Background: an optimization exercise with open tools, aiming at small area and a short achievable clock period. Do not read the settings as production practice.
No functional check of the RTL was part of any run shown here.
In every run shown here, the design's own scripts or RTL, not TritonCTS, make the clock network.
No driver is modelled on the clock port, so clock power and skew are understated where the tree is cut down; a real chip needs a root buffer or a tree.
No activity file was given, so power comes from the tool's default toggle rates.

--- flow/run.sh ---
#!/bin/bash
# ORFS's standard layout, with its clock tree built by flow/mytree.tcl instead of TritonCTS.
set -euo pipefail
here=$(pwd)
export PRE_CTS_TCL="$here/flow/pre_cts.tcl"
bash standard.sh > "$here/standard_flow.log" 2>&1
--- flow/mytree.tcl ---
# Clock tree built top-down by recursive bisection of the flip-flop locations.
# ct_levels lists, from the root down, {fanout cell} for each level above the leaves: the clock
# port drives the first level's buffers, each buffer drives `fanout` of the next level's, and the
# last level's buffers each drive a compact cluster of at most ct_leaf_max flip-flop clock pins
# (their number is rounded up so every cluster has near the same size). Every path from the port
# passes the same number of cells; with inverters the number of levels must be even.
set ct_leaf_max 20
set ct_levels   {{4 sky130_fd_sc_hd__inv_16} {4 sky130_fd_sc_hd__inv_16} {4 sky130_fd_sc_hd__inv_8}}
set ct_leaf_cell sky130_fd_sc_hd__inv_8

proc ct_split {pts m} {
  if {$m <= 1} { return [list $pts] }
  set xs [lsort -integer [lmap p $pts {lindex $p 0}]]
  set ys [lsort -integer [lmap p $pts {lindex $p 1}]]
  set k [expr {([lindex $xs end] - [lindex $xs 0]) >= ([lindex $ys end] - [lindex $ys 0]) ? 0 : 1}]
  set s [lsort -integer -index $k $pts]
  set m1 [expr {$m / 2}]
  set n1 [expr {int(round(double([llength $s]) * $m1 / $m))}]
  return [concat [ct_split [lrange $s 0 [expr {$n1 - 1}]] $m1] [ct_split [lrange $s $n1 end] [expr {$m - $m1}]]]
}
proc ct_centroid {pts} {
  set sx 0; set sy 0
  foreach p $pts { set sx [expr {$sx + [lindex $p 0]}]; set sy [expr {$sy + [lindex $p 1]}] }
  set n [llength $pts]
  return [list [expr {$sx / $n}] [expr {$sy / $n}]]
}
set ct_block [ord::get_db_block]
set ct_clk   [$ct_block findNet clk]
set ct_tmp   [odb::dbNet_create $ct_block "clknet_ct_tmp"]
set ct_n 0
# a cell at the centroid of pts driving their iterms; returns {x y input-iterm}
proc ct_buffer {cell pts} {
  global ct_block ct_n ct_tmp
  lassign [ct_centroid $pts] cx cy
  set b [odb::dbInst_create $ct_block [[ord::get_db] findMaster $cell] "clkbuf_ct_$ct_n"]
  $b setLocation $cx $cy
  $b setPlacementStatus PLACED
  set net [odb::dbNet_create $ct_block "clknet_ct_$ct_n"]
  $net setSigType CLOCK
  incr ct_n
  foreach p $pts { set it [lindex $p 2]; $it disconnect; $it connect $net }
  set out [$b findITerm X]
  if {$out eq "NULL" || $out eq ""} { set out [$b findITerm Y] }
  $out connect $net
  set in [$b findITerm A]
  $in connect $ct_tmp
  return [list $cx $cy $in]
}
# build the subtree for pts at level lv; returns the list of {x y input-iterm} it exposes
proc ct_build {pts lv ngroups_below} {
  global ct_levels ct_leaf_cell ct_leaf_max
  if {$lv == [llength $ct_levels]} {
    # pts are sinks: split into leaf clusters
    set out {}
    foreach g [ct_split $pts $ngroups_below] { lappend out [ct_buffer $ct_leaf_cell $g] }
    return $out
  }
  lassign [lindex $ct_levels $lv] fan cell
  set out {}
  foreach g [ct_split $pts $fan] {
    set below [ct_build $g [expr {$lv + 1}] [expr {$ngroups_below / $fan}]]
    if {$lv == 0} { set out [concat $out [list [ct_buffer $cell $below]]] } else { lappend out [ct_buffer $cell $below] }
  }
  return $out
}
set sinks {}
foreach it [$ct_clk getITerms] {
  set bb [[$it getInst] getBBox]
  lappend sinks [list [expr {([$bb xMin] + [$bb xMax]) / 2}] [expr {([$bb yMin] + [$bb yMax]) / 2}] $it]
}
set ngroup 1
foreach l $ct_levels { set ngroup [expr {$ngroup * [lindex $l 0]}] }
set nleaf [expr {([llength $sinks] + $ct_leaf_max - 1) / $ct_leaf_max}]
set nleaf [expr {(($nleaf + $ngroup - 1) / $ngroup) * $ngroup}]
puts "mytree: [llength $sinks] sinks, $ngroup groups, $nleaf leaves"
# ct_build at level 0 splits the sinks by the root fanout; each root's subtree gets nleaf/4 leaves
set roots [ct_build $sinks 0 $nleaf]
foreach p $roots { set it [lindex $p 2]; $it disconnect; $it connect $ct_clk }
odb::dbNet_destroy $ct_tmp
global_connect
set_propagated_clock [all_clocks]
puts "mytree: made $ct_n cells"
--- flow/pre_cts.tcl ---
# Replace TritonCTS with the clock tree in mytree.tcl; the rest of ORFS's CTS step
# (legalisation, timing repair) runs unchanged.
set ::mytree_script [file join [file dirname [file normalize [info script]]] mytree.tcl]
rename clock_tree_synthesis __orfs_clock_tree_synthesis
proc clock_tree_synthesis {args} {
  puts "clock_tree_synthesis replaced by $::mytree_script"
  uplevel #0 [list source $::mytree_script]
}
--- standard.sh ---
#!/bin/bash
# synth_recipe.tcl (not shown) runs the flow's synth.tcl, then flattens the netlist and writes it again
# the make line also repeats each setting of config.mk as NAME=value (left out here)
make -C /OpenROAD-flow-scripts/flow DESIGN_CONFIG=/design/flow/config.mk WORK_HOME=/design/flow/orfs CLKGATE_MAP_FILE= SYNTH_SCRIPT=/design/flow/synth_recipe.tcl "${@:-finish}"
--- config.mk ---
export PLATFORM = sky130hd
export DESIGN_NAME = pio_ram_emu_responder
export DESIGN_NICKNAME = pio_ram_emu_responder
export VERILOG_FILES = /design/flow/design.v
export SDC_FILE = /design/flow/constraint.sdc
export NUM_CORES = 4
export LEC_CHECK = 0
export CAP_MARGIN = 20
export CORE_MARGIN = 2
export CORE_UTILIZATION = 65
export SETUP_SLACK_MARGIN = 2.1
export SLEW_MARGIN = 20
--- constraint.sdc ---
create_clock -name core_clock -period 4.0 [get_ports {clk}]
set_input_delay 0.8000 -clock core_clock [delete_from_list [all_inputs] [get_ports {clk}]]
set_output_delay 0.8000 -clock core_clock [all_outputs]
set_load 0.01 [all_outputs]
--- design.v ---
module pio_ram_emu_responder (
  input  logic       clk,
  input  logic       rst_n,
  input  logic [1:0] rx_pins,
  output logic [1:0] tx_pins,
  output logic       busy,
  output logic       protocol_err
);
  logic        st_rd_q, st_wr_q;   
  logic [3:0]  cnt_q;              
  logic [7:0]  addr_q;             
  logic [3:0]  apos_q;             
  logic        wr_last_q;          
  logic [15:0] data_q;             
  logic [1:0]  tx_q;
  logic        busy_q, err_q;
  logic [15:0] ring [0:15][0:15];   
  logic [3:0]  t_q;                 
  logic        pv_q;                
  logic [15:0] pdn_q;               
  logic [3:0]  pa_q;                
  logic [3:0]  pring_q;             
  logic [3:0]  dpos_q;              
  logic        clq_q;               
  logic        cq_q;                
  logic        cport_q;             
  logic [31:0] wclr_q, wset_q;      
  logic [15:0] rsel_q;              
  logic [3:0]  psel_q;              
  logic [15:0] y_q [0:3];           
  logic        rh_q;                
  logic [1:0]  nu_q;                
  logic [1:0]  w_q;                 
  wire in_frame = st_rd_q | st_wr_q;
  wire idle     = ~in_frame;
  logic [15:0] port_in [0:3];
  logic [15:0] port_val;
  always_comb begin
    for (int p = 0; p < 4; p++) begin
      port_in[p] = '0;
      for (int r = 0; r < 16; r++) port_in[p] = port_in[p] | ({16{rsel_q[r]}} & ring[r][4*p]);
    end
    port_val = '0;
    for (int p = 0; p < 4; p++) port_val = port_val | ({16{psel_q[p]}} & y_q[p]);
  end
  wire [3:0] rd_lo   = (cnt_q == 4'd3) ? {addr_q[1:0], rx_pins} : addr_q[3:0];
  wire       aligned = (cnt_q == 4'd3) ? (rx_pins == nu_q) : (apos_q[1:0] == 2'd1);
  wire       cap     = st_rd_q & (cnt_q >= 4'd3) & (cnt_q <= 4'd6) & aligned;
  wire       hit     = rh_q & (pa_q == rd_lo);
  wire wr_end = wr_last_q;
  always_ff @(posedge clk) begin
    t_q <= t_q + 4'd1;
    for (int r = 0; r < 16; r++)
      for (int p = 0; p < 16; p++) begin
        if (p == 15 || p == 7)
          ring[r][p] <= ~(ring[r][p-1] | {16{wclr_q[2*r + (p == 7)]}});
        else if (p == 0 || p == 8)
          ring[r][p] <= ~((pdn_q & {16{wset_q[2*r + (p == 8)]}}) | ring[r][(p + 15) % 16]);
        else
          ring[r][p] <= ring[r][p-1];
      end
  end
  always_ff @(posedge clk) begin
    dpos_q  <= dpos_q + 4'd1;
    clq_q   <= pv_q & ~clq_q & ~cq_q & (dpos_q[2:0] == 3'd5);
    cq_q    <= clq_q;
    if (!clq_q) cport_q <= ~dpos_q[3] ^ (dpos_q[2:0] == 3'd7);
    if (cq_q) pv_q <= 1'b0;
    wset_q <= wclr_q;
    for (int i = 0; i < 32; i++)
      wclr_q[i] <= pv_q & ~clq_q & ~cq_q & (dpos_q[2:0] == 3'd5) & ({pring_q, ~dpos_q[3]} == 5'(i));
    if (wr_end && rst_n) begin
      pdn_q   <= ~{data_q[13:0], rx_pins};
      pa_q    <= addr_q[3:0];
      pring_q <= addr_q[7:4];
      pv_q    <= 1'b1;
      dpos_q  <= apos_q + 4'd1;
      clq_q   <= (apos_q[2:0] == 3'd5);
      cq_q    <= 1'b0;
      cport_q <= ~apos_q[3] ^ (apos_q[2:0] == 3'd7);
      for (int i = 0; i < 32; i++)
        wclr_q[i] <= (apos_q[2:0] == 3'd5) & ({addr_q[7:4], ~apos_q[3]} == 5'(i));
    end
  end
  always_ff @(posedge clk) begin
    if (in_frame && cnt_q <= 4'd3) addr_q <= {addr_q[5:0], rx_pins};
    if (cnt_q == 4'd3) apos_q <= {addr_q[1:0], rx_pins} + t_q + 4'd1;
    else               apos_q <= apos_q + 4'd1;
    if (cap)                              data_q <= hit ? ~pdn_q : port_val;
    else if (!(st_rd_q && cnt_q <= 4'd6)) data_q <= {data_q[13:0], rx_pins};
    for (int p = 0; p < 4; p++) y_q[p] <= port_in[p];
    rh_q <= rsel_q[pring_q];
    nu_q <= -t_q[1:0];
    w_q  <= t_q[3:2] + 2'd1;
    if (cnt_q == 4'd1) begin
      for (int r = 0; r < 16; r++) rsel_q[r] <= ({addr_q[1:0], rx_pins} == 4'(r));
    end
    begin
      logic [1:0] pn;
      pn = rx_pins + w_q;
      if (cnt_q == 4'd2)         for (int p = 0; p < 4; p++) psel_q[p] <= (pn == 2'(p));
      else if (t_q[1:0] == 2'd1) psel_q <= {psel_q[2:0], psel_q[3]};
    end
  end
  always_ff @(posedge clk) begin
    if (!rst_n) begin
      st_rd_q <= 1'b0;
      st_wr_q <= 1'b0;
      wr_last_q <= 1'b0;
      cnt_q   <= '0;
      tx_q    <= 2'b00;
      busy_q  <= 1'b0;
      err_q   <= 1'b0;
    end else begin
      tx_q <= 2'b00;
      wr_last_q <= st_wr_q & (cnt_q == 4'd10);
      if (idle) begin
        cnt_q   <= '0;
        st_rd_q <= (rx_pins == 2'b01);
        st_wr_q <= (rx_pins == 2'b10);
        busy_q  <= (rx_pins == 2'b01) | (rx_pins == 2'b10);
        if (rx_pins == 2'b11) err_q <= 1'b1;
      end else begin
        cnt_q <= cnt_q + 4'd1;
        if (wr_end) begin
          st_wr_q <= 1'b0;
          busy_q  <= 1'b0;
        end
        if (st_rd_q) begin
          if (cnt_q >= 4'd4 && rx_pins != 2'b00) err_q <= 1'b1;
          if (cnt_q == 4'd6) tx_q <= 2'b01;
          if (cnt_q >= 4'd7 && cnt_q <= 4'd14) tx_q <= data_q[15:14];
          if (cnt_q == 4'd15) begin
            st_rd_q <= 1'b0;
            busy_q  <= 1'b0;
          end
        end
      end
    end
  end
  assign tx_pins      = tx_q;
  assign busy         = busy_q;
  assign protocol_err = err_q;
endmodule
==> results.json, run 1 <==
{
  "crit_arrival_ps": 2520,
  "ys_types": 47,
  "worst-path-max-fanout": 16,
  "fin_skew_ps": 36.1,
  "synth_edf_count": 68,
  "crit_chain": "ha_4, or3b_4, o31a_4, nor2_4, buf_12, mux2_2, mux2i_1",
  "power_leakage_nw": 43.1,
  "regArea_sq_mm": 0.0873,
  "cp_data_required_time_ps": 4230,
  "setup_viol": 0,
  "hold_end": "ring[130][1]",
  "place_congestion": 0.846,
  "period_minus_slack_ps": 2300,
  "drt-initial-drc-count": 5019,
  "comb_power_share_pct": 1.1,
  "ys_seq_elements": 4322,
  "reg2reg_from": "cnt_q[0]",
  "p_switching_mw": 16.9,
  "clock_latency_ps": 390,
  "ys_warn_count": 4,
  "utilization_pct": 70.1,
  "grt_use_total_pct": 32.6,
  "setup.worst_path.start_class": "register",
  "yosysTopAreaCell": "dfxtp_1",
  "internal-power_mw": 46.6,
  "avgSynthCellArea_sq_um": 15.2,
  "wl_per_cell_um": 29.8,
  "top_layer": "met4",
  "power_frac_seq_pct": 68.0,
  "grt_antenna_before_repair": 29,
  "worstMarginPinSlew_ps": 1220,
  "pwr-share-clk_pct": 30.8,
  "gr-total-overflow": 0,
  "die_h_um": 397,
  "max_cap_viol_count": 0,
  "synth_nets": 6617,
  "hold_violations": 0,
  "grt_pass1_wl_um": 356000,
  "vias_per_cell": 5.70,
  "vias": 50300,
  "whs_ps": 314,
  "r2r_cells": 7,
  "fin_setup_tns_ps": 0,
  "ir_drop_mv": 0.348,
  "rrSetupSlack_ps": 1700,
  "drive_gt1_share_pct": 9.52,
  "fillers": 10500,
  "wl_met3_um": 21900,
  "drv_slew": 0,
  "finalCritPeriodShare_pct": 57.4,
  "wl_met1_um": 120000,
  "syn-cell-area_sq_mm": 0.100,
  "io_buffers": 7,
  "netlist_instances": 6595,
  "min-delay-start": "ring[129][1]",
  "fp-row-count": 144,
  "die_area_sq_mm": 0.157,
  "final_antenna_net_count": 0,
  "finalPower_mw": 63.6,
  "async_flop_share_pct": 0,
  "fmax_ghz": 0.435,
  "multi_input_area_sq_mm": 0.0120,
  "synthFlopType": "dfxtp_1",
  "ioPinCount": 8,
  "grt_pass1_vias": 46800,
  "hold_depth": 0,
  "rsz0062_at_grt": "true",
  "outcome": "complete, no violations",
  "hp-class": "reg -> reg",
  "worst_r2r_endpoint": "data_q[10]",
  "end_kind": "register",
  "synth_top_cell_area_share_pct": 84.9,
  "synthTopCellsByArea": "dfxtp_1, a21oi_1, a22o_1, a221oi_1, edfxtp_1",
  "wl_met2_um": 112000,
  "area_growth_pct": 7.35,
  "coreArea_sq_mm": 0.154,
  "seq_area_frac_synth_pct": 86.9,
  "drt_wl_total_um": 263000,
  "dr.pass1.iters": 6,
  "die_w_um": 397,
  "layout.nets": 6796,
  "grt_max_degree": 66,
  "place_hpwl_um": 152000,
  "power_density_mw_per_mm2": 590,
  "drc": 0,
  "path_clk_slew_ps": 90,
  "worstSetupPathType": "reg -> reg",
  "maxSlewHeadroom_pct": 18.8,
  "slowest_delay_ps": 430,
  "start_util_pct": 65.3,
  "netSwitchingFraction_pct": 26.6,
  "cpMaxStageDelayCell": "or3b_4"
}
## synthesized netlist by cell type, drive strengths merged (10+ instances only)
cell type and count:
dfxtp 4254, mux2i 38, nand3 10, inv 31, nor2 531, nand2 43, edfxtp 68, a22oi 32
o22ai 32, ha 17, and2 14, xnor2 10, mux2 16, a21oi 520, nand4 65, a22o 259
buf 45, clkbuf 284, a221oi 258, nor2b 15
## kinds of logic after synthesis
group	count (synthesis)	share of synthesized area [%]
fa+ha+maj	18	0.232
compound gates	1117	7.66
buf+inv	360	1.37
xor+xnor	16	0.140
flops	4322	86.9
mux	59	0.671
simple gates	703	2.99
## critical path, delay by kind of cell (launching register included)
family / cells / cell delay (ps)
and+or+nand+nor: 2 / 580
muxes: 2 / 520
DFF: 1 / 370
AOI/OAI and AO/OA: 1 / 330
buffers and inverters: 1 / 190
adders and majority gates: 1 / 130
## cells in the final DEF, fill, tap and decap left out, drive strengths merged, types with 2 or more instances in the layout
master	netlist	routed
dfxtp	4254	4254
nor2	531	531
a21oi	520	520
inv	31	369
a22o	259	259
a221oi	258	258
buf	45	161
edfxtp	68	68
nand4	65	65
nand2	43	43
mux2i	38	38
a22oi	32	32
o22ai	32	32
ha	17	17
mux2	16	16
nor2b	15	15
and2	14	14
xnor2	10	10
nand3	10	10
o21ai	9	9
nand2b	7	7
xor2	6	6
diode	0	5
mux4	5	5
and3	4	4
dlygate4sd2	0	4
nor3	3	3
clkinvlp	0	2
nor4	2	2
or2	2	2
or3b	2	2
## worst max-delay path by stage
stage	startpoint	end	slack [ps]	cells past startpoint
3_3_place_gp	rx_pins[1]	data_q[14]	790	7
4_1_cts	cnt_q[0]	data_q[10]	1710	9
5_1_grt	cnt_q[0]	data_q[3]	1610	9
3_5_place_dp	rx_pins[1]	data_q[10]	720	7
6_report	cnt_q[0]	data_q[10]	1700	7
2_1_floorplan	cnt_q[1]	data_q[10]	1630	7
## final cells by class
cell class                      instances  area share [%]
Antenna cell                            5          0.0116
Inverter                              371            3.83
Multi-Input combinational cell       1913            11.2
Sequential cell                      4322            81.1
Tap cell                             2044            2.38
Timing Repair Buffer                  166            1.51
## metal layers
layer	GRT usage (%)	vias to the layer above
met1	50.3	25300
met2	48.0	2142
met3	4.53	444
met4	9.54	0
li1	-	22400
met5	0	-
## power groups by stage
| stage | clock (mW) | combinational (mW) | sequential [mW] |
|---|---|---|---|
| after global routing | 21.5 | 0.739 | 43.2 |
| after detailed placement | 0 | 0.631 | 44.3 |
| after global placement | 0 | 0.632 | 44.3 |
| after floorplan | 0 | 0.365 | 44.2 |
| final | 19.6 | 0.713 | 43.3 |
| after CTS | 19.8 | 0.673 | 43.2 |
## sequential cells by signal, summed over array words and instances (netlist names), 2 cells and up
| signal | cells |
|---|---|
| y_q | 64 |
| apos_q | 4 |
| t_q | 4 |
| pdn_q | 16 |
| ring | 4096 |
| pa_q | 4 |
| cnt_q | 4 |
| pring_q | 4 |
| data_q | 16 |
| wclr_q | 32 |
| addr_q | 8 |
| wset_q | 32 |
| rsel_q | 16 |
| dpos_q | 4 |
| psel_q | 4 |
| w_q | 2 |
| tx_q | 2 |
## repair_timing
| item | 4_1_cts | 5_1_grt |
|---|---|---|
| cloned | 3 | 2 |
| resized for setup | 49 | 36 |
| hold buffers | 0 | 0 |
| buffers inserted | 26 | 12 |
| pin swaps | 7 | 5 |
| endpoints found under the setup margin | 179 | 47 |
## stage by stage
stage / std cells / cell area, sq um / setup slack, ps
2_1_floorplan: 6595 / 100000 / 1630
3_3_place_gp: 8430 / 103000 / 791
3_5_place_dp: 8433 / 103000 / 722
4_1_cts: 8802 / 107000 / 1710
5_1_grt: 8816 / 108000 / 1610
6_report: 8821 / 108000 / 1700
==> run 2: changes to the inputs <==
==> flow/run.sh (replaced) <==
#!/bin/bash
# ORFS's standard layout, with its clock tree built by flow/mytree.tcl instead of TritonCTS
# and a fanout limit for ORFS's buffering (flow/pre_resize.tcl).
set -euo pipefail
here=$(pwd)
export PRE_CTS_TCL="$here/flow/pre_cts.tcl"
export PRE_RESIZE_TCL="$here/flow/pre_resize.tcl"
bash standard.sh > "$here/standard_flow.log" 2>&1
==> flow/pre_resize.tcl (new file) <==
# Ask ORFS's repair_design to split nets with more than 20 loads into buffer trees.
set_max_fanout 20 [current_design]
==> results.json, run 2 <==
{
  "final_antenna_net_count": 0,
  "drive_gt1_share_pct": 12.8,
  "hp-class": "reg -> reg",
  "synthFlopType": "dfxtp_1",
  "clock_latency_ps": 400,
  "ioPinCount": 8,
  "slowest_delay_ps": 390,
  "vias": 51500,
  "cpMaxStageDelayCell": "or3b_4",
  "wl_per_cell_um": 31.7,
  "utilization_pct": 72.1,
  "cp_data_required_time_ps": 4230,
  "final_cell_area_sq_mm": 0.111,
  "ir_drop_mv": 0.400,
  "period_minus_slack_ps": 2370,
  "vias_per_cell": 5.74,
  "die_w_um": 397,
  "ys_types": 47,
  "async_flop_share_pct": 0,
  "yosys.cell_count.top_type": "dfxtp_1",
  "end_kind": "register",
  "max_cap_viol_count": 0,
  "synth_top_cell_area_share_pct": 84.9,
  "seq_area_frac_synth_pct": 86.9,
  "synth_edf_count": 68,
  "reg2reg_from": "cnt_q[0]",
  "final_cell_mix": "dfxtp_1, nor2_1, a21oi_1, inv_8, a22o_1",
  "cp.buffers_inverters": 4,
  "synth_nets": 6617,
  "synthTopCellsByArea": "dfxtp_1, a21oi_1, a22o_1, a221oi_1, edfxtp_1",
  "worst_r2r_endpoint": "data_q[6]",
  "dpl-instance-area_sq_mm": 0.104,
  "power_density_mw_per_mm2": 577,
  "hold_violations": 0,
  "avgSynthCellArea_sq_um": 15.2,
  "worstSetupPathType": "reg -> reg",
  "grt_pass1_wl_um": 378000,
  "syn-cell-area_sq_mm": 0.100,
  "fin_skew_ps": 41.9,
  "largest-register": "ring",
  "setup_ws_ps": 1630,
  "netlist_instances": 6595,
  "post-place-ws_ps": -1460,
  "ys_seq_elements": 4322,
  "crit_arrival_ps": 2600,
  "layout.nets": 6936,
  "r2r_cells": 10,
  "place_congestion": 0.846,
  "drv_slew": 0,
  "die_area_sq_mm": 0.157,
  "gr-total-overflow": 0,
  "rsz0062_at_grt": "true",
  "drc": 0,
  "die_h_um": 397,
  "fmax_ghz": 0.422,
  "maxSlewHeadroom_pct": 20.7,
  "area_growth_pct": 10.5,
  "hold_end": "ring[130][1]",
  "power_leakage_nw": 44.5,
  "min-delay-start": "ring[129][1]",
  "start_util_pct": 65.3,
  "yosysTopAreaCell": "dfxtp_1",
  "coreArea_sq_mm": 0.154,
  "fin_setup_tns_ps": 0,
  "drt-initial-drc-count": 5503,
  "place_hpwl_um": 168000,
  "worstMarginPinSlew_ps": 1190,
  "io_buffers": 7,
  "grt_antenna_before_repair": 30,
  "path_clk_slew_ps": 90,
  "ys_warn_count": 4,
  "dr.pass1.iters": 6,
  "largest_reg_flops": 4096,
  "worst-path-max-fanout": 5,
  "layout_commonest_cell": "dfxtp_1",
  "finalPower_mw": 64.0,
  "setup_viol": 0,
  "setup.worst_path.start_class": "register",
  "rrSetupSlack_ps": 1630,
  "crit_chain": "ha_4, or3b_4, o31a_4, nor2_4, buf_12, buf_16, buf_12, buf_16, mux2_4, mux2i_1",
  "outcome": "complete, no violations",
  "hold_depth": 0,
  "drt_wl_total_um": 284000,
  "grt_use_total_pct": 35.0,
  "synthTopCellsByCount": "dfxtp_1, nor2_1, a21oi_1",
  "grt_pass1_vias": 48100,
  "finalCritPeriodShare_pct": 59.3,
  "reg_top3": "ring: 4096 flops, y_q: 64 flops",
  "grt_max_degree": 21,
  "crit_family": "simple AND/OR/NAND/NOR gates",
  "fp-row-count": 144
}
==> run 2: logic make-up (layout without fill, tap and decap cells) <==
family	after synthesis	in the layout	synth area share (%)
multiplexers	59	59	0.671
flip-flops	4322	4322	86.9
other	0	10	0
buffers and inverters	360	676	1.37
AND/OR/NAND/NOR	703	704	2.99
AO/OA/AOI/OAI	1117	1117	7.66
adder cells (fa/ha/maj)	18	18	0.232
XOR/XNOR	16	16	0.140
==> run 2: area by class of cell <==
cell class	instances	area, sq um
flip-flops and latches	4322	87300
fillers	10100	42900
multi-input cells	1914	13100
inverters	371	4120
repair buffers	305	3740
well taps	2044	2560
diodes	10	25.0
==> run 2: what timing repair did <==
| item | 4_1_cts | 5_1_grt |
|---|---|---|
| buffers inserted | 53 | 36 |
| pin swaps | 10 | 34 |
| endpoints found under the setup margin | 448 | 118 |
| resized for setup | 374 | 120 |
| hold buffers | 0 | 0 |
| cloned | 16 | 4 |
==> run 2: how the worst max path moves through the flow <==
stage                 end  startpoint  depth (start not counted)
4_1_cts        data_q[10]    cnt_q[0]                         10
6_report        data_q[6]    cnt_q[0]                         10
2_1_floorplan  data_q[10]    cnt_q[1]                          7
3_3_place_gp   data_q[14]  rx_pins[1]                          7
3_5_place_dp    data_q[8]  rx_pins[1]                          9
5_1_grt         data_q[6]    cnt_q[0]                         10
==> run 2: where the power goes <==
| part | leakage (nW) | switching [mW] | internal, mW |
|---|---|---|---|
| clock network | 2.13 | 16.5 | 3.24 |
| logic | 6.61 | 0.631 | 0.370 |
| registers | 35.8 | 0.0722 | 43.2 |
==> run 2: through the flow <==
stage	std cells	hold WS, ps
3_3_place_gp	8430	309
2_1_floorplan	6595	310
6_report	8966	305
5_1_grt	8956	326
3_5_place_dp	8507	312
4_1_cts	8916	311
==> run 2: routing by layer <==
metal | up-vias | global-route usage [%] | wire (um)
met5 | - | 0 | 58
li1 | 22700 | - | -
met4 | 10 | 11.9 | 11500
met1 | 25700 | 52.6 | 125000
met3 | 546 | 6.59 | 26600
met2 | 2430 | 51.3 | 121000
==> run 3: changes to the inputs <==
--- a/design.v
+++ b/design.v
@@ -29,7 +29,4 @@
   logic [3:0]  psel_q;              
   logic [15:0] y_q [0:3];           
-  logic        rh_q;                
-  logic [1:0]  nu_q;                
-  logic [1:0]  w_q;                 
   wire in_frame = st_rd_q | st_wr_q;
   wire idle     = ~in_frame;
@@ -44,8 +41,9 @@
     for (int p = 0; p < 4; p++) port_val = port_val | ({16{psel_q[p]}} & y_q[p]);
   end
+  wire [3:0] u       = t_q - 4'd1;
   wire [3:0] rd_lo   = (cnt_q == 4'd3) ? {addr_q[1:0], rx_pins} : addr_q[3:0];
-  wire       aligned = (cnt_q == 4'd3) ? (rx_pins == nu_q) : (apos_q[1:0] == 2'd1);
+  wire       aligned = (cnt_q == 4'd3) ? ((rx_pins + u[1:0]) == 2'b00) : (apos_q[1:0] == 2'd1);
   wire       cap     = st_rd_q & (cnt_q >= 4'd3) & (cnt_q <= 4'd6) & aligned;
-  wire       hit     = rh_q & (pa_q == rd_lo);
+  wire       hit     = pv_q & rsel_q[pring_q] & (pa_q == rd_lo);
   wire wr_end = wr_last_q;
   always_ff @(posedge clk) begin
@@ -70,8 +68,10 @@
     for (int i = 0; i < 32; i++)
       wclr_q[i] <= pv_q & ~clq_q & ~cq_q & (dpos_q[2:0] == 3'd5) & ({pring_q, ~dpos_q[3]} == 5'(i));
-    if (wr_end && rst_n) begin
+    if (wr_end) begin
       pdn_q   <= ~{data_q[13:0], rx_pins};
       pa_q    <= addr_q[3:0];
       pring_q <= addr_q[7:4];
+    end
+    if (wr_end && rst_n) begin
       pv_q    <= 1'b1;
       dpos_q  <= apos_q + 4'd1;
@@ -90,7 +90,4 @@
     else if (!(st_rd_q && cnt_q <= 4'd6)) data_q <= {data_q[13:0], rx_pins};
     for (int p = 0; p < 4; p++) y_q[p] <= port_in[p];
-    rh_q <= rsel_q[pring_q];
-    nu_q <= -t_q[1:0];
-    w_q  <= t_q[3:2] + 2'd1;
     if (cnt_q == 4'd1) begin
       for (int r = 0; r < 16; r++) rsel_q[r] <= ({addr_q[1:0], rx_pins} == 4'(r));
@@ -98,7 +95,7 @@
     begin
       logic [1:0] pn;
-      pn = rx_pins + w_q;
-      if (cnt_q == 4'd2)         for (int p = 0; p < 4; p++) psel_q[p] <= (pn == 2'(p));
-      else if (t_q[1:0] == 2'd1) psel_q <= {psel_q[2:0], psel_q[3]};
+      pn = rx_pins + u[3:2] + 2'd1;
+      if (cnt_q == 4'd2)       for (int p = 0; p < 4; p++) psel_q[p] <= (pn == 2'(p));
+      else if (u[1:0] == 2'd0) psel_q <= {psel_q[2:0], psel_q[3]};
     end
   end
==> flow/run.sh (replaced) <==
#!/bin/bash
# ORFS's standard layout, with its clock tree built by flow/mytree.tcl instead of TritonCTS.
set -euo pipefail
here=$(pwd)
export PRE_CTS_TCL="$here/flow/pre_cts.tcl"
bash standard.sh > "$here/standard_flow.log" 2>&1
--- a/config.mk
+++ b/config.mk
@@ -9,4 +9,4 @@
 export CORE_MARGIN = 2
 export CORE_UTILIZATION = 65
-export SETUP_SLACK_MARGIN = 2.1
+export SETUP_SLACK_MARGIN = 1.9
 export SLEW_MARGIN = 20
removed: flow/pre_resize.tcl
==> results.json, run 3 <==
{
  "vias": 50600,
  "dpl-instance-area_sq_mm": 0.103,
  "fmax_ghz": 0.410,
  "synthTopCellsByArea": "dfxtp_1, a21oi_1, a22o_1, a221oi_1, edfxtp_1",
  "power_density_mw_per_mm2": 587,
  "worst-path-max-fanout": 8,
  "final_cell_mix": "dfxtp_1, nor2_1, a21oi_1, inv_8, a22o_1",
  "yosysTopAreaCell": "dfxtp_1",
  "hp-class": "reg -> reg",
  "ys_warn_count": 4,
  "seq_area_frac_synth_pct": 87.0,
  "io_buffers": 7,
  "grt_busiest_layer": "met2",
  "drive_gt1_share_pct": 9.60,
  "final_cell_area_sq_mm": 0.108,
  "largest_reg_flops": 4096,
  "fin_skew_ps": 34.7,
  "grt_pass1_vias": 47700,
  "finalCritPeriodShare_pct": 61.0,
  "gr-total-overflow": 0,
  "clock_latency_ps": 390,
  "start_util_pct": 65.3,
  "layout.nets": 6799,
  "crit_family": "simple AND/OR/NAND/NOR gates",
  "place_hpwl_um": 153000,
  "fillers": 10600,
  "synth_compound_area_share_pct": 7.98,
  "crit_arrival_ps": 2650,
  "hold_violations": 0,
  "worstSetupPathType": "reg -> reg",
  "ir_drop_mv": 0.428,
  "area_growth_pct": 7.72,
  "syn-cell-area_sq_mm": 0.100,
  "yosys.cell_count.top_type": "dfxtp_1",
  "fp-row-count": 144,
  "die_h_um": 397,
  "crit_chain": "mux4_2, mux2i_1, mux2_4, or4_4, o311ai_2",
  "synth_nets": 6615,
  "reg_top3": "ring: 4096 flops, y_q: 64 flops",
  "regArea_sq_mm": 0.0872,
  "async_flop_share_pct": 0,
  "synthFlopType": "dfxtp_1",
  "slowest_delay_ps": 690,
  "avgSynthCellArea_sq_um": 15.2,
  "vias_per_cell": 5.74,
  "drt-initial-drc-count": 5045,
  "grt_antenna_before_repair": 31,
  "end_kind": "register",
  "grt_max_degree": 65,
  "place_congestion": 0.836,
  "worstMarginPinSlew_ps": 1180,
  "met3_usage_pct": 4.81,
  "ys_seq_elements": 4318,
  "drt_wl_total_um": 268000,
  "ioPinCount": 8,
  "grt_use_total_pct": 33.4,
  "fin_setup_tns_ps": 0,
  "synth_xor_area_share_pct": 0.207,
  "cp.buffers_inverters": 0,
  "instances_no_fill": 8822,
  "setup_viol": 0,
  "synthSimpleGateAreaFrac_pct": 3.04,
  "outcome": "complete, no violations",
  "multi_input_area_sq_mm": 0.0123,
  "use_met1_pct": 49.2,
  "rsz0062_at_grt": "true",
  "die_w_um": 397,
  "cpMaxStageDelayCell": "or4_4",
  "netlist_instances": 6591,
  "synth_edf_count": 68,
  "ys_types": 51,
  "largest-register": "ring",
  "layout_commonest_cell": "dfxtp_1",
  "dr.pass1.iters": 8,
  "wl_per_cell_um": 30.4,
  "synthAdderAreaFrac_pct": 0.257,
  "synth_top_cell_area_share_pct": 84.9,
  "synth_mux_area_share_pct": 0.171,
  "finalPower_mw": 63.4,
  "setup.worst_path.start_class": "register",
  "grt_pass1_wl_um": 363000,
  "drv_slew": 0,
  "path_clk_slew_ps": 110,
  "synthTopCellsByCount": "dfxtp_1, nor2_1, a21oi_1",
  "synth_top_family_by_area": "compound AO/OA/AOI/OAI gates",
  "max_cap_viol_count": 0,
  "cp_data_required_time_ps": 4210,
  "drc": 0,
  "final_antenna_net_count": 0,
  "die_area_sq_mm": 0.157,
  "period_minus_slack_ps": 2440,
  "grt.met2_usage_pct": 51.5,
  "maxSlewHeadroom_pct": 21.4,
  "power_leakage_nw": 42.4,
  "dp_cells": 8425,
  "coreArea_sq_mm": 0.154
}
run 3: changes by cell type in the layout (fill, tap and decap cells not counted), sizes merged, moves of 15 or more:
| cell | previous run | this run |
|---|---|---|
| buf | 267 | 165 |
| a22o | 259 | 274 |
| mux2 | 16 | 1 |
| o311ai | 0 | 16 |
| a22oi | 32 | 0 |
| mux2i | 38 | 7 |
| o41ai | 0 | 16 |
run 3: worst register-to-register path, stage by stage (launching register included):
cell,delay (ps)
edfxtp_1,620
mux4_2,290
mux2i_1,70
mux2_4,320
or4_4,690
o311ai_2,280
run 3: power by group:
group	internal [mW]	leakage [nW]	switching [mW]
Clock	3.24	2.13	16.3
Combinational	0.161	5.25	0.447
Sequential	43.1	35.0	0.0662
run 3: final cells by class:
| class | instances | share of cell area (%) |
|---|---|---|
| Inverter | 367 | 3.81 |
| Multi-Input combinational cell | 1917 | 11.4 |
| Sequential cell | 4318 | 80.8 |
| Tap cell | 2044 | 2.37 |
| Antenna cell | 5 | 0.0116 |
| Timing Repair Buffer | 171 | 1.53 |
run 3: kinds of logic (layout without fill, tap and decap cells):
family / count (synthesis) / after routing
other: 0 / 5
flip-flops: 4318 / 4318
AND/OR/NAND/NOR: 713 / 717
XOR/XNOR: 22 / 22
adder cells (fa/ha/maj): 20 / 20
multiplexers: 12 / 12
AO/OA/AOI/OAI: 1146 / 1146
buffers and inverters: 360 / 538
run 3: stage by stage:
step / setup slack [ps] / hold slack (ps) / utilization, %
2_1_floorplan: 1460 / 310 / -
3_3_place_gp: 575 / 310 / 66.9
3_5_place_dp: 555 / 312 / 66.9
4_1_cts: 1580 / 321 / 70.1
5_1_grt: 1500 / 319 / 70.3
6_report: 1560 / 321 / 70.3
run 3: worst paths after layout:
path	start	endpoint	slack [ps]	depth (start not counted)
worst max-delay path	pring_q[2]	data_q[6]	1560	5
worst min-delay path	ring[29][2]	ring[30][2]	320	0
worst max register to register	pring_q[2]	data_q[6]	1560	5
worst min register to register	ring[29][2]	ring[30][2]	320	0
run 3: per-layer routing:
layer	share of wire [%]	up-vias	wire (um)
met3	7.9	507	21300
met5	0	-	0
met4	3.6	0	9660
li1	-	22500	-
met1	44	25500	117000
met2	45	2147	120000
run 3: timing repair:
| item | 4_1_cts | 5_1_grt |
|---|---|---|
| endpoints found under the setup margin | 120 | 43 |
| buffers inserted | 34 | 11 |
| resized for setup | 103 | 34 |
| pin swaps | 15 | 10 |
| hold buffers | 0 | 0 |
| cloned | 7 | 0 |
==> run 4: changes to the inputs <==
--- a/config.mk
+++ b/config.mk
@@ -9,4 +9,4 @@
 export CORE_MARGIN = 2
 export CORE_UTILIZATION = 65
-export SETUP_SLACK_MARGIN = 1.9
+export SETUP_SLACK_MARGIN = 2.25
 export SLEW_MARGIN = 20
==> results.json, run 4 <==
{
  "dr.pass1.iters": 5,
  "r2r_cells": 5,
  "layout.nets": 6814,
  "fin_skew_ps": 36.3,
  "area_growth_pct": 9.36,
  "drive_gt1_share_pct": 12.0,
  "pwr-share-clk_pct": 30.9,
  "fp-row-count": 144,
  "layout_commonest_cell": "dfxtp_1",
  "hold_violations": 0,
  "ys_seq_elements": 4318,
  "reg_top3": "ring: 4096 flops, y_q: 64 flops",
  "rsz0062_at_grt": "true",
  "maxSlewHeadroom_pct": 17.8,
  "ioPinCount": 8,
  "yosysTopAreaCell": "dfxtp_1",
  "setup.worst_path.start_class": "register",
  "cp_data_required_time_ps": 4130,
  "worst_r2r_endpoint": "data_q[1]",
  "min-delay-start": "ring[253][15]",
  "wl_per_cell_um": 31.3,
  "netSwitchingFraction_pct": 26.7,
  "drt_wl_total_um": 276000,
  "netlist_instances": 6591,
  "synth_top_cell_area_share_pct": 84.9,
  "final_antenna_net_count": 0,
  "power_density_mw_per_mm2": 580,
  "die_h_um": 397,
  "dp_cells": 8426,
  "drc": 0,
  "rrSetupSlack_ps": 1410,
  "drv_slew": 0,
  "grt_pass1_wl_um": 372000,
  "grt_antenna_before_repair": 29,
  "final_cell_mix": "dfxtp_1, nor2_1, a21oi_1, inv_8, a22o_1",
  "ir_drop_mv": 0.414,
  "ys_types": 51,
  "max_cap_viol_count": 0,
  "power_frac_seq_pct": 68.0,
  "instances_no_fill": 8838,
  "period_minus_slack_ps": 2590,
  "critPathCapture": "data_q[1]",
  "start_util_pct": 65.3,
  "synthTopCellsByArea": "dfxtp_1, a21oi_1, a22o_1, a221oi_1, edfxtp_1",
  "seq_area_frac_synth_pct": 87.0,
  "end_kind": "register",
  "yosys.cell_count.top_type": "dfxtp_1",
  "synth_edf_count": 68,
  "gr-total-overflow": 0,
  "synthTopCellsByCount": "dfxtp_1, nor2_1, a21oi_1",
  "hp-class": "reg -> reg",
  "worstSetupPathType": "reg -> reg",
  "place_hpwl_um": 153000,
  "coreArea_sq_mm": 0.154,
  "grt_use_total_pct": 34.4,
  "power_leakage_nw": 43.0,
  "p_switching_mw": 17.0,
  "clock_latency_ps": 390,
  "place_congestion": 0.849,
  "worst-path-max-fanout": 8,
  "vias": 50800,
  "largest_reg_flops": 4096,
  "comb_power_share_pct": 1.1,
  "ys_warn_count": 4,
  "avgSynthCellArea_sq_um": 15.2,
  "worstMarginPinSlew_ps": 1230,
  "finalCritPeriodShare_pct": 64.9,
  "die_w_um": 397,
  "critical_path.startpoint": "psel_q[2]",
  "internal-power_mw": 46.6,
  "die_area_sq_mm": 0.157,
  "drt-initial-drc-count": 4739,
  "path_clk_slew_ps": 100,
  "outcome": "complete, no violations",
  "io_buffers": 7,
  "vias_per_cell": 5.75,
  "crit_arrival_ps": 2730,
  "fin_setup_tns_ps": 0,
  "syn-cell-area_sq_mm": 0.100,
  "async_flop_share_pct": 0,
  "largest-register": "ring",
  "reg2reg_from": "psel_q[2]",
  "setup_viol": 0,
  "grt_pass1_vias": 48000,
  "fmax_ghz": 0.385,
  "synth_nets": 6615,
  "synthFlopType": "dfxtp_1",
  "grt_max_degree": 65
}
-- run 4: cell type report --
class | instances | area [sq um]
flip-flops and latches | 4318 | 87200
fillers | 10400 | 44000
multi-input cells | 1916 | 13400
inverters | 367 | 4110
well taps | 2044 | 2560
repair buffers | 187 | 2270
diodes | 6 | 15.0
-- run 4: routing by layer --
| metal | share of wire (%) | wire length [um] | GRT usage (%) | vias up |
|---|---|---|---|---|
| li1 | - | - | - | 22500 |
| met1 | 44 | 121000 | 50.8 | 25500 |
| met2 | 44 | 121000 | 52.1 | 2246 |
| met3 | 8.1 | 22400 | 5.09 | 561 |
| met4 | 4.4 | 12200 | 12.6 | 4 |
| met5 | 0.0098 | 27 | 0 | - |
-- run 4: worst min-delay path by stage --
| stage | end | slack [ps] | cells past startpoint |
|---|---|---|---|
| final | ring[254][15] | 320 | 0 |
| after global routing | ring[230][2] | 320 | 0 |
| after CTS | ring[126][15] | 310 | 0 |
| after detailed placement | ring[126][9] | 310 | 0 |
| after global placement | ring[251][10] | 310 | 0 |
| after floorplan | ring[100][0] | 310 | 0 |
-- run 4: cell families (layout without fill, tap and decap cells) --
logic type	count (synthesis)	count (layout)	share of synthesized area, %
AOI/OAI and AO/OA	1146	1146	7.98
xor gates and xnor gates	22	22	0.207
adders and majority gates	20	20	0.257
buffers and inverters	360	554	1.37
DFF	4318	4318	87.0
muxes	12	12	0.171
other	0	6	0
and+or+nand+nor	713	716	3.04
-- run 4: worst max-delay path: stages, from the launching register on --
cell and delay (ps):
edfxtp_1 780, buf_4 350, a221oi_1 750, nor3_1 160
o41ai_2 130, o311ai_4 160
-- run 4: power by group through the flow --
stage               combinational, mW  clock (mW)  sequential [mW]
finish                          0.729        19.6             43.2
CTS                             0.665        19.8             43.2
global route                    0.740        21.5             43.2
global placement                0.519           0             44.2
floorplan                       0.283           0             44.2
detailed placement              0.518           0             44.2
-- run 4: what timing repair did --
item | in CTS | in global routing
buffers inserted | 36 | 12
resized for setup | 233 | 90
cloned | 17 | 1
pin swaps | 22 | 45
hold buffers | 0 | 0
endpoints found under the setup margin | 177 | 150
-- run 4: per-stage QoR --
| step | worst slack, ps | hold WS, ps | utilization (%) | power (mW) | cell area (sq um) |
|---|---|---|---|---|---|
| 6_report | 1410 | 316 | 71.4 | 63.6 | 110000 |
| 5_1_grt | 1470 | 324 | 71.4 | 65.4 | 110000 |
| 4_1_cts | 1590 | 312 | 70.9 | 63.7 | 109000 |
| 3_5_place_dp | 515 | 312 | 67.0 | 44.7 | 103000 |
| 3_3_place_gp | 606 | 309 | 67.0 | 44.7 | 103000 |
| 2_1_floorplan | 1460 | 310 | - | 44.4 | 100000 |
==> run 5: changes to the inputs <==
--- a/design.v
+++ b/design.v
@@ -10,6 +10,4 @@
   logic [3:0]  cnt_q;              
   logic [7:0]  addr_q;             
-  logic [3:0]  apos_q;             
-  logic        wr_last_q;          
   logic [15:0] data_q;             
   logic [1:0]  tx_q;
@@ -28,23 +26,24 @@
   logic [15:0] rsel_q;              
   logic [3:0]  psel_q;              
-  logic [15:0] y_q [0:3];           
+  logic [63:0] sel_q;               
+  logic [15:0] x_q;                 
+  logic        capd_q;              
+  logic        hitd_q;              
   wire in_frame = st_rd_q | st_wr_q;
   wire idle     = ~in_frame;
-  logic [15:0] port_in [0:3];
   logic [15:0] port_val;
   always_comb begin
-    for (int p = 0; p < 4; p++) begin
-      port_in[p] = '0;
-      for (int r = 0; r < 16; r++) port_in[p] = port_in[p] | ({16{rsel_q[r]}} & ring[r][4*p]);
-    end
     port_val = '0;
-    for (int p = 0; p < 4; p++) port_val = port_val | ({16{psel_q[p]}} & y_q[p]);
+    for (int r = 0; r < 16; r++)
+      for (int p = 0; p < 4; p++)
+        port_val = port_val | ({16{sel_q[4*r+p]}} & ring[r][4*p]);
   end
-  wire [3:0] u       = t_q - 4'd1;
   wire [3:0] rd_lo   = (cnt_q == 4'd3) ? {addr_q[1:0], rx_pins} : addr_q[3:0];
-  wire       aligned = (cnt_q == 4'd3) ? ((rx_pins + u[1:0]) == 2'b00) : (apos_q[1:0] == 2'd1);
+  wire       aligned = (rd_lo[1:0] + t_q[1:0]) == 2'b00;
   wire       cap     = st_rd_q & (cnt_q >= 4'd3) & (cnt_q <= 4'd6) & aligned;
   wire       hit     = pv_q & rsel_q[pring_q] & (pa_q == rd_lo);
-  wire wr_end = wr_last_q;
+  wire [15:0] w_val  = hitd_q ? ~pdn_q : x_q;
+  wire [15:0] src    = capd_q ? w_val : data_q;
+  wire wr_end = st_wr_q & (cnt_q == 4'd11);
   always_ff @(posedge clk) begin
     t_q <= t_q + 4'd1;
@@ -68,26 +67,30 @@
     for (int i = 0; i < 32; i++)
       wclr_q[i] <= pv_q & ~clq_q & ~cq_q & (dpos_q[2:0] == 3'd5) & ({pring_q, ~dpos_q[3]} == 5'(i));
-    if (wr_end) begin
+    if (wr_end && rst_n) begin
+      logic [3:0] d;
+      d = addr_q[3:0] + t_q + 4'd1;
+      pv_q    <= 1'b1;
       pdn_q   <= ~{data_q[13:0], rx_pins};
       pa_q    <= addr_q[3:0];
       pring_q <= addr_q[7:4];
-    end
-    if (wr_end && rst_n) begin
-      pv_q    <= 1'b1;
-      dpos_q  <= apos_q + 4'd1;
-      clq_q   <= (apos_q[2:0] == 3'd5);
+      dpos_q  <= d;
+      clq_q   <= (d[2:0] == 3'd6);
       cq_q    <= 1'b0;
-      cport_q <= ~apos_q[3] ^ (apos_q[2:0] == 3'd7);
+      cport_q <= ~d[3];
       for (int i = 0; i < 32; i++)
-        wclr_q[i] <= (apos_q[2:0] == 3'd5) & ({addr_q[7:4], ~apos_q[3]} == 5'(i));
+        wclr_q[i] <= (d[2:0] == 3'd6) & ({addr_q[7:4], ~d[3]} == 5'(i));
     end
   end
   always_ff @(posedge clk) begin
     if (in_frame && cnt_q <= 4'd3) addr_q <= {addr_q[5:0], rx_pins};
-    if (cnt_q == 4'd3) apos_q <= {addr_q[1:0], rx_pins} + t_q + 4'd1;
-    else               apos_q <= apos_q + 4'd1;
-    if (cap)                              data_q <= hit ? ~pdn_q : port_val;
-    else if (!(st_rd_q && cnt_q <= 4'd6)) data_q <= {data_q[13:0], rx_pins};
-    for (int p = 0; p < 4; p++) y_q[p] <= port_in[p];
+    if (st_rd_q) begin
+      if (cnt_q <= 4'd6) data_q <= src;
+      else               data_q <= {src[13:0], 2'b00};
+    end else begin
+      data_q <= {data_q[13:0], rx_pins};
+    end
+    x_q    <= port_val;
+    capd_q <= cap;
+    hitd_q <= hit;
     if (cnt_q == 4'd1) begin
       for (int r = 0; r < 16; r++) rsel_q[r] <= ({addr_q[1:0], rx_pins} == 4'(r));
@@ -95,7 +98,12 @@
     begin
       logic [1:0] pn;
-      pn = rx_pins + u[3:2] + 2'd1;
-      if (cnt_q == 4'd2)       for (int p = 0; p < 4; p++) psel_q[p] <= (pn == 2'(p));
-      else if (u[1:0] == 2'd0) psel_q <= {psel_q[2:0], psel_q[3]};
+      logic [3:0] pnext;
+      pn = rx_pins + t_q[3:2] + 2'd1;
+      if (cnt_q == 4'd2)          for (int p = 0; p < 4; p++) pnext[p] = (pn == 2'(p));
+      else if (t_q[1:0] == 2'd0)  pnext = {psel_q[2:0], psel_q[3]};
+      else                        pnext = psel_q;
+      psel_q <= pnext;
+      for (int r = 0; r < 16; r++)
+        for (int p = 0; p < 4; p++) sel_q[4*r+p] <= rsel_q[r] & pnext[p];
     end
   end
@@ -104,5 +112,4 @@
       st_rd_q <= 1'b0;
       st_wr_q <= 1'b0;
-      wr_last_q <= 1'b0;
       cnt_q   <= '0;
       tx_q    <= 2'b00;
@@ -111,5 +118,4 @@
     end else begin
       tx_q <= 2'b00;
-      wr_last_q <= st_wr_q & (cnt_q == 4'd10);
       if (idle) begin
         cnt_q   <= '0;
@@ -127,5 +133,5 @@
           if (cnt_q >= 4'd4 && rx_pins != 2'b00) err_q <= 1'b1;
           if (cnt_q == 4'd6) tx_q <= 2'b01;
-          if (cnt_q >= 4'd7 && cnt_q <= 4'd14) tx_q <= data_q[15:14];
+          if (cnt_q >= 4'd7 && cnt_q <= 4'd14) tx_q <= src[15:14];
           if (cnt_q == 4'd15) begin
             st_rd_q <= 1'b0;
--- a/config.mk
+++ b/config.mk
@@ -9,4 +9,4 @@
 export CORE_MARGIN = 2
 export CORE_UTILIZATION = 65
-export SETUP_SLACK_MARGIN = 2.25
+export SETUP_SLACK_MARGIN = 2.2
 export SLEW_MARGIN = 20
==> results.json, run 5 <==
{
  "wl_per_cell_um": 35.5,
  "reg_top3": "ring: 4096 flops, sel_q: 64 flops",
  "fp-row-count": 144,
  "async_flop_share_pct": 0,
  "synthTopCellsByArea": "dfxtp_1, a21oi_1, a22o_1, a221oi_1, nor2_1",
  "synth_edf_count": 48,
  "cp_data_required_time_ps": 4310,
  "grt_max_degree": 37,
  "grt_pass1_vias": 50400,
  "instances_no_fill": 9103,
  "start_util_pct": 65.5,
  "synthFlopType": "dfxtp_1",
  "synth_top_cell_area_share_pct": 84.9,
  "setup_ws_ps": 1850,
  "rsz0062_at_grt": "true",
  "synth_nets": 6728,
  "min-delay-start": "ring[45][2]",
  "worstSetupPathType": "reg -> reg",
  "ys_warn_count": 2,
  "clock_latency_ps": 390,
  "vias": 54500,
  "ctsHoldBuffers": 0,
  "fmax_ghz": 0.466,
  "ioPinCount": 8,
  "layout_commonest_cell": "dfxtp_1",
  "post-place-ws_ps": 838,
  "crit_chain": "inv_2, ha_4, fa_2, xnor2_2, buf_4, and4b_2, nand3b_1, o22ai_1",
  "fin_setup_tns_ps": 0,
  "drv_slew": 0,
  "die_w_um": 398,
  "slowest_delay_ps": 410,
  "final_antenna_net_count": 0,
  "utilization_pct": 72.7,
  "die_h_um": 398,
  "end_kind": "register",
  "synthTopCellsByCount": "dfxtp_1, nor2_1, a21oi_1",
  "yosys.cell_count.top_type": "dfxtp_1",
  "fin_skew_ps": 31.2,
  "period_minus_slack_ps": 2150,
  "finalPower_mw": 73.3,
  "worst-path-max-fanout": 4,
  "max_cap_viol_count": 0,
  "dr.pass1.iters": 6,
  "path_clk_slew_ps": 90,
  "critPathCapture": "wclr_q[3]",
  "avgSynthCellArea_sq_um": 15.1,
  "final_cell_mix": "dfxtp_1, nor2_1, a21oi_1, inv_8, a22o_1",
  "largest_reg_flops": 4096,
  "finalCritPeriodShare_pct": 53.7,
  "worstMarginPinSlew_ps": 1230,
  "syn-cell-area_sq_mm": 0.101,
  "gr-total-overflow": 0,
  "worst_r2r_endpoint": "wclr_q[3]",
  "ys_types": 56,
  "layout.nets": 7067,
  "rrSetupSlack_ps": 1850,
  "grt_antenna_before_repair": 37,
  "crit_arrival_ps": 2450,
  "largest-register": "ring",
  "ys_seq_elements": 4331,
  "io_buffers": 7,
  "maxSlewHeadroom_pct": 17.7,
  "die_area_sq_mm": 0.159,
  "hp-class": "reg -> reg",
  "cpMaxStageDelayCell": "edfxtp_1",
  "setup.worst_path.start_class": "register",
  "yosysTopAreaCell": "dfxtp_1",
  "reg2reg_from": "addr_q[0]",
  "grt_pass1_wl_um": 422000,
  "dp_cells": 8557,
  "seq_area_frac_synth_pct": 86.3,
  "drt_wl_total_um": 323000,
  "area_growth_pct": 10.9,
  "r2r_cells": 8,
  "netlist_instances": 6707,
  "drt-initial-drc-count": 6529,
  "grt_use_total_pct": 40.0,
  "hold_violations": 0,
  "vias_per_cell": 5.99,
  "coreArea_sq_mm": 0.154,
  "place_congestion": 0.868,
  "outcome": "complete, no violations",
  "power_density_mw_per_mm2": 654,
  "ir_drop_mv": 0.654,
  "setup_viol": 0,
  "power_leakage_nw": 45.1,
  "critical_path.startpoint": "addr_q[0]",
  "drive_gt1_share_pct": 15.6,
  "drc": 0,
  "place_hpwl_um": 180000
}
## run 5: logic make-up after synthesis
kind of cell             after synthesis  synth area share (%)
AO/OA/AOI/OAI                       1117                  7.55
flip-flops                          4331                  86.3
buffers and inverters                385                  1.73
XOR/XNOR                              18                 0.156
adder cells (fa/ha/maj)               17                 0.218
multiplexers                          44                 0.463
AND/OR/NAND/NOR                      795                  3.60
## run 5: timing repair
item	in CTS	in global routing
gates resized for setup	420	118
gates cloned	5	3
pin swaps	59	50
setup endpoints to repair	189	149
setup buffers	139	44
## run 5: worst min path at each step
stage	slack, ps	cells after the start	end
after floorplan	310	0	ring[100][0]
after detailed placement	310	0	ring[10][3]
after global placement	310	0	ring[190][5]
after global routing	330	0	ring[172][12]
final	320	0	ring[46][2]
after CTS	320	0	ring[92][8]
## run 5: power breakdown
| part | leakage [nW] | internal, mW | total, mW | switching (mW) |
|---|---|---|---|---|
| Clock | 2.13 | 3.24 | 19.8 | 16.6 |
| Combinational | 7.16 | 3.38 | 9.45 | 6.07 |
| Sequential | 35.8 | 43.5 | 44.0 | 0.509 |
| Total | 45.1 | 50.2 | 73.3 | 23.1 |
## run 5: critical path, delay by kind of cell, from the launching register on
family / cells / cell delay [ps]
compound gates: 1 / 170
buf+inv: 2 / 250
fa+ha+maj: 2 / 530
flops: 1 / 410
simple gates: 2 / 460
xor+xnor: 1 / 240
## run 5: layout make-up
class	instances	area (sq um)
multi-input cells	1992	13800
well taps	2044	2560
diodes	15	37.5
fillers	10200	42100
repair buffers	342	4100
inverters	379	4170
flip-flops and latches	4331	87400
## run 5: layer usage
layer,GRT usage (%),share of wire (%),vias to the layer above
li1,-,-,23100
met2,58.9,43,3389
met3,10.0,11,941
met5,0,0.013,-
met4,21.9,6.8,6
met1,54.5,39,27100
## run 5: through the flow
step                hold slack, ps  instance area [sq um]
floorplan                      310                 101000
global placement               310                 103000
detailed placement             312                 103000
CTS                            321                 111000
global route                   328                 112000
finish                         317                 112000
==> run 6: changes to the inputs <==
==> flow/mytree.tcl (replaced) <==
# Clock tree built top-down by recursive bisection of the flip-flop locations: the clock
# port drives ct_nroot root buffers; each root drives ct_nmid mid buffers (none if 0);
# each of those drives leaf buffers, each driving a compact cluster of at most
# ct_leaf_max flip-flop clock pins. Every path from the port passes the same number of buffers.
set ct_leaf_max  24
set ct_nroot     4
set ct_nmid      8
set ct_leaf_cell sky130_fd_sc_hd__clkbuf_16
set ct_mid_cell  sky130_fd_sc_hd__clkbuf_16
set ct_root_cell sky130_fd_sc_hd__clkbuf_16

# split a list of {x y payload} into m groups of near-equal size, cutting along the wider side
proc ct_split {pts m} {
  if {$m <= 1} { return [list $pts] }
  set xs [lsort -integer [lmap p $pts {lindex $p 0}]]
  set ys [lsort -integer [lmap p $pts {lindex $p 1}]]
  set k [expr {([lindex $xs end] - [lindex $xs 0]) >= ([lindex $ys end] - [lindex $ys 0]) ? 0 : 1}]
  set s [lsort -integer -index $k $pts]
  set m1 [expr {$m / 2}]
  set n1 [expr {int(round(double([llength $s]) * $m1 / $m))}]
  return [concat [ct_split [lrange $s 0 [expr {$n1 - 1}]] $m1] [ct_split [lrange $s $n1 end] [expr {$m - $m1}]]]
}

proc ct_centroid {pts} {
  set sx 0; set sy 0
  foreach p $pts { set sx [expr {$sx + [lindex $p 0]}]; set sy [expr {$sy + [lindex $p 1]}] }
  set n [llength $pts]
  return [list [expr {$sx / $n}] [expr {$sy / $n}]]
}

set ct_block [ord::get_db_block]
set ct_clk   [$ct_block findNet clk]
set ct_n 0
# a buffer of master cell at the centroid of pts, driving the payloads of pts (iterms), fed by net in
proc ct_buffer {cell pts in} {
  global ct_block ct_n
  lassign [ct_centroid $pts] cx cy
  set b [odb::dbInst_create $ct_block [[ord::get_db] findMaster $cell] "clkbuf_ct_$ct_n"]
  $b setLocation $cx $cy
  $b setPlacementStatus PLACED
  set net [odb::dbNet_create $ct_block "clknet_ct_$ct_n"]
  $net setSigType CLOCK
  incr ct_n
  foreach p $pts { set it [lindex $p 2]; $it disconnect; $it connect $net }
  [$b findITerm X] connect $net
  [$b findITerm A] connect $in
  return [list $cx $cy [$b findITerm A]]
}

set sinks {}
foreach it [$ct_clk getITerms] {
  set bb [[$it getInst] getBBox]
  lappend sinks [list [expr {([$bb xMin] + [$bb xMax]) / 2}] [expr {([$bb yMin] + [$bb yMax]) / 2}] $it]
}
set nmid [expr {max(1, $ct_nmid)}]
set ngroup [expr {$ct_nroot * $nmid}]
set nleaf [expr {([llength $sinks] + $ct_leaf_max - 1) / $ct_leaf_max}]
set nleaf [expr {(($nleaf + $ngroup - 1) / $ngroup) * $ngroup}]
puts "mytree: [llength $sinks] sinks, $ct_nroot roots, $ngroup groups, $nleaf leaves"

# bottom-up over the top-down partition, so each buffer sits at the centroid of what it drives
set tmpnet [odb::dbNet_create $ct_block "clknet_ct_tmp"]
set rootpts {}
foreach rg [ct_split $sinks $ct_nroot] {
  set midpts {}
  foreach mg [ct_split $rg $nmid] {
    set leafpts {}
    foreach lg [ct_split $mg [expr {$nleaf / $ngroup}]] {
      lappend leafpts [ct_buffer $ct_leaf_cell $lg $tmpnet]
    }
    if {$ct_nmid > 0} {
      lappend midpts [ct_buffer $ct_mid_cell $leafpts $tmpnet]
    } else {
      set midpts $leafpts
    }
  }
  lappend rootpts [ct_buffer $ct_root_cell $midpts $tmpnet]
}
foreach p $rootpts { set it [lindex $p 2]; $it disconnect; $it connect $ct_clk }
odb::dbNet_destroy $tmpnet
global_connect
set_propagated_clock [all_clocks]
puts "mytree: made $ct_n buffers"
--- a/config.mk
+++ b/config.mk
@@ -9,4 +9,4 @@
 export CORE_MARGIN = 2
 export CORE_UTILIZATION = 65
-export SETUP_SLACK_MARGIN = 2.2
+export SETUP_SLACK_MARGIN = 2.0
 export SLEW_MARGIN = 20
==> results.json, run 6 <==
{
  "outcome": "complete, no violations",
  "finalCritPeriodShare_pct": 51.4,
  "whs_ps": 314,
  "gr-total-overflow": 0,
  "grt_pass1_vias": 48700,
  "netlist_instances": 6707,
  "largest_reg_flops": 4096,
  "drt-initial-drc-count": 6841,
  "coreArea_sq_mm": 0.154,
  "worstSetupPathType": "reg -> reg",
  "ir_drop_mv": 0.523,
  "setup.worst_path.start_class": "register",
  "hp-class": "reg -> reg",
  "crit_chain": "inv_2, ha_4, fa_2, and4b_4, nand4b_4, o22ai_2",
  "grt_max_degree": 34,
  "ctsHoldBuffers": 0,
  "synth_edf_count": 48,
  "ioPinCount": 8,
  "setup_viol": 0,
  "final_cell_mix": "dfxtp_1, nor2_1, a21oi_1, a22o_1, clkbuf_16",
  "start_util_pct": 65.5,
  "power_frac_seq_pct": 59.3,
  "synth_top_cell_area_share_pct": 84.9,
  "avgSynthCellArea_sq_um": 15.1,
  "pwr-share-clk_pct": 30.7,
  "die_area_sq_mm": 0.159,
  "end_kind": "register",
  "netSwitchingFraction_pct": 24.8,
  "ys_types": 56,
  "yosys.cell_count.top_type": "dfxtp_1",
  "drv_slew": 0,
  "power_leakage_nw": 44.4,
  "layout_commonest_cell": "dfxtp_1",
  "worst-path-max-fanout": 5,
  "max_cap_viol_count": 0,
  "fin_skew_ps": 24.6,
  "yosysTopAreaCell": "dfxtp_1",
  "seq_area_frac_synth_pct": 86.3,
  "regArea_sq_mm": 0.0874,
  "synthTopCellsByArea": "dfxtp_1, a21oi_1, a22o_1, a221oi_1, nor2_1",
  "cpMaxStageDelayCell": "and4b_4",
  "reg_top3": "ring: 4096 flops, sel_q: 64 flops",
  "io_buffers": 7,
  "hold_violations": 0,
  "grt_use_total_pct": 38.8,
  "vias": 52600,
  "worstMarginPinSlew_ps": 1300,
  "synthTopCellsByCount": "dfxtp_1, nor2_1, a21oi_1",
  "rsz0062_at_grt": "true",
  "period_minus_slack_ps": 2050,
  "instances_no_fill": 8845,
  "fin_setup_tns_ps": 0,
  "comb_power_share_pct": 9.9,
  "fmax_ghz": 0.487,
  "place_congestion": 0.874,
  "area_growth_pct": 9.66,
  "synthFlopType": "dfxtp_1",
  "drc": 0,
  "crit_arrival_ps": 2570,
  "die_w_um": 398,
  "die_h_um": 398,
  "clock_latency_ps": 610,
  "fp-row-count": 144,
  "drive_gt1_share_pct": 10.1,
  "synth_nets": 6728,
  "maxSlewHeadroom_pct": 13.2,
  "cp_data_required_time_ps": 4510,
  "slowest_delay_ps": 470,
  "syn-cell-area_sq_mm": 0.101,
  "p_switching_mw": 18.4,
  "multi_input_area_sq_mm": 0.0129,
  "place_hpwl_um": 180000,
  "dr.pass1.iters": 6,
  "internal-power_mw": 55.9,
  "final_antenna_net_count": 0,
  "vias_per_cell": 5.95,
  "wl_per_cell_um": 35.4,
  "ys_seq_elements": 4331,
  "async_flop_share_pct": 0,
  "grt_pass1_wl_um": 411000,
  "drt_wl_total_um": 313000,
  "power_density_mw_per_mm2": 671,
  "ys_warn_count": 2,
  "fillers": 10200,
  "largest-register": "ring",
  "dp_cells": 8555,
  "grt_antenna_before_repair": 30,
  "path_clk_slew_ps": 90,
  "layout.nets": 6814
}
[run 6: cell counts after synthesis]
Identical to the previous run, type by type.
[run 6: layout make-up]
cell class                      count  area share [%]
Inverter                           39           0.132
Sequential cell                  4331            78.9
Buffer                            228            5.15
Antenna cell                       10          0.0226
Tap cell                         2044            2.31
Timing Repair Buffer              201            1.88
Multi-Input combinational cell   1992            11.6
[run 6: worst paths after layout]
check	from	endpoint	slack (ps)	cells past startpoint
setup / recovery	addr_q[0]	wclr_q[21]	1950	6
hold / removal	ring[77][2]	ring[78][2]	310	0
setup reg to reg	addr_q[0]	wclr_q[21]	1950	6
hold reg to reg	ring[77][2]	ring[78][2]	310	0
[run 6: what timing repair did]
action,in CTS,in global routing
gates resized for setup,162,104
endpoints found under the setup margin,156,80
buffers inserted,35,16
gates cloned,1,0
pin swaps,14,10
[run 6: critical path: cells and delay by family (launching register included)]
| kind | cells | cell delay (ps) |
|---|---|---|
| adders and majority gates | 2 | 580 |
| AOI/OAI and AO/OA | 1 | 210 |
| buffers and inverters | 1 | 110 |
| DFF | 1 | 430 |
| and+or+nand+nor | 2 | 620 |
[run 6: routing by layer]
| layer | global-route usage, % | part of all wire (%) | vias up | wire length (um) |
|---|---|---|---|---|
| met5 | 1.42 | 0.099 | - | 311 |
| met4 | 17.4 | 5.4 | 14 | 16800 |
| met3 | 9.38 | 11 | 749 | 33200 |
| met2 | 58.8 | 44 | 2938 | 138000 |
| met1 | 53.1 | 40 | 26500 | 125000 |
| li1 | - | - | 22400 | - |
[run 6: stage by stage]
step           cell area [sq um]  utilization (%)  power, mW  setup WS, ps
2_1_floorplan             101000                -       47.3          1810
3_3_place_gp              103000             67.0       51.1           994
3_5_place_dp              103000             67.1       51.1           911
4_1_cts                   110000             71.4       73.5          1920
5_1_grt                   111000             71.8       75.5          1880
6_report                  111000             71.8       74.3          1950
[run 6: kinds of logic (layout without fill, tap and decap cells)]
group	after synthesis	in the layout	share of synthesized area, %
compound gates	1117	1117	7.55
buf+inv	385	468	1.73
mux	44	44	0.463
fa+ha+maj	17	17	0.218
simple gates	795	796	3.60
flops	4331	4331	86.3
xor+xnor	18	18	0.156
other cells	0	10	0
[run 6: power by group through the flow]
stage          clock, mW  combinational, mW  sequential, mW
2_1_floorplan          0               2.78            44.5
3_3_place_gp           0               5.80            45.3
3_5_place_dp           0               5.84            45.3
4_1_cts             22.8               6.58            44.1
5_1_grt             24.3               7.16            44.1
6_report            22.8               7.38            44.1

what the ideal ports hide:
In the flow no input, the clock included, has a driving cell. The finished layouts below were timed again as built, in two steps. Step 1 sets driving cells, clkbuf_16 on the clock port and buf_2 on the other inputs (assumed; they add their load-dependent delay and slew). Step 2 adds t to the input delays and takes it off the output delays; t is the mean of the earliest and latest rising clock arrival at the registers after step 1. Input paths then give back, and output paths get back, about the clock's delay inside the block. Slacks: ideal ports / drivers / drivers and shift; pairs: ideal ports / drivers.
| run | shift t [ns] | setup WS [ns] | worst hold slack (ns) | worst setup path after step 2 | cell pins on the clock port's net |
|---|---|---|---|---|---|
| run 1 | 0.661 | 1.704 / 1.704 / 1.377 | 0.314 / 0.314 / 0.314 | input to register | 4 |
| run 2 | 0.660 | 1.630 / 1.629 / 1.248 | 0.305 / 0.305 / 0.305 | input to register | 4 |
| run 3 | 0.663 | 1.559 / 1.560 / 1.173 | 0.321 / 0.321 / 0.321 | input to register | 4 |
| run 4 | 0.657 | 1.406 / 1.406 / 1.170 | 0.316 / 0.317 / 0.317 | input to register | 4 |
| run 5 | 0.680 | 1.852 / 1.852 / 1.565 | 0.317 / 0.319 / 0.319 | input to register | 4 |
| run 6 | 0.796 | 1.945 / 1.851 / 1.386 | 0.314 / 0.314 / 0.314 | input to register | 4 |
After both steps setup and hold are still met in every run listed. For run 6, which loses most, drivers alone change the setup slack by -0.094 ns; drivers and shift together by -0.559 ns.
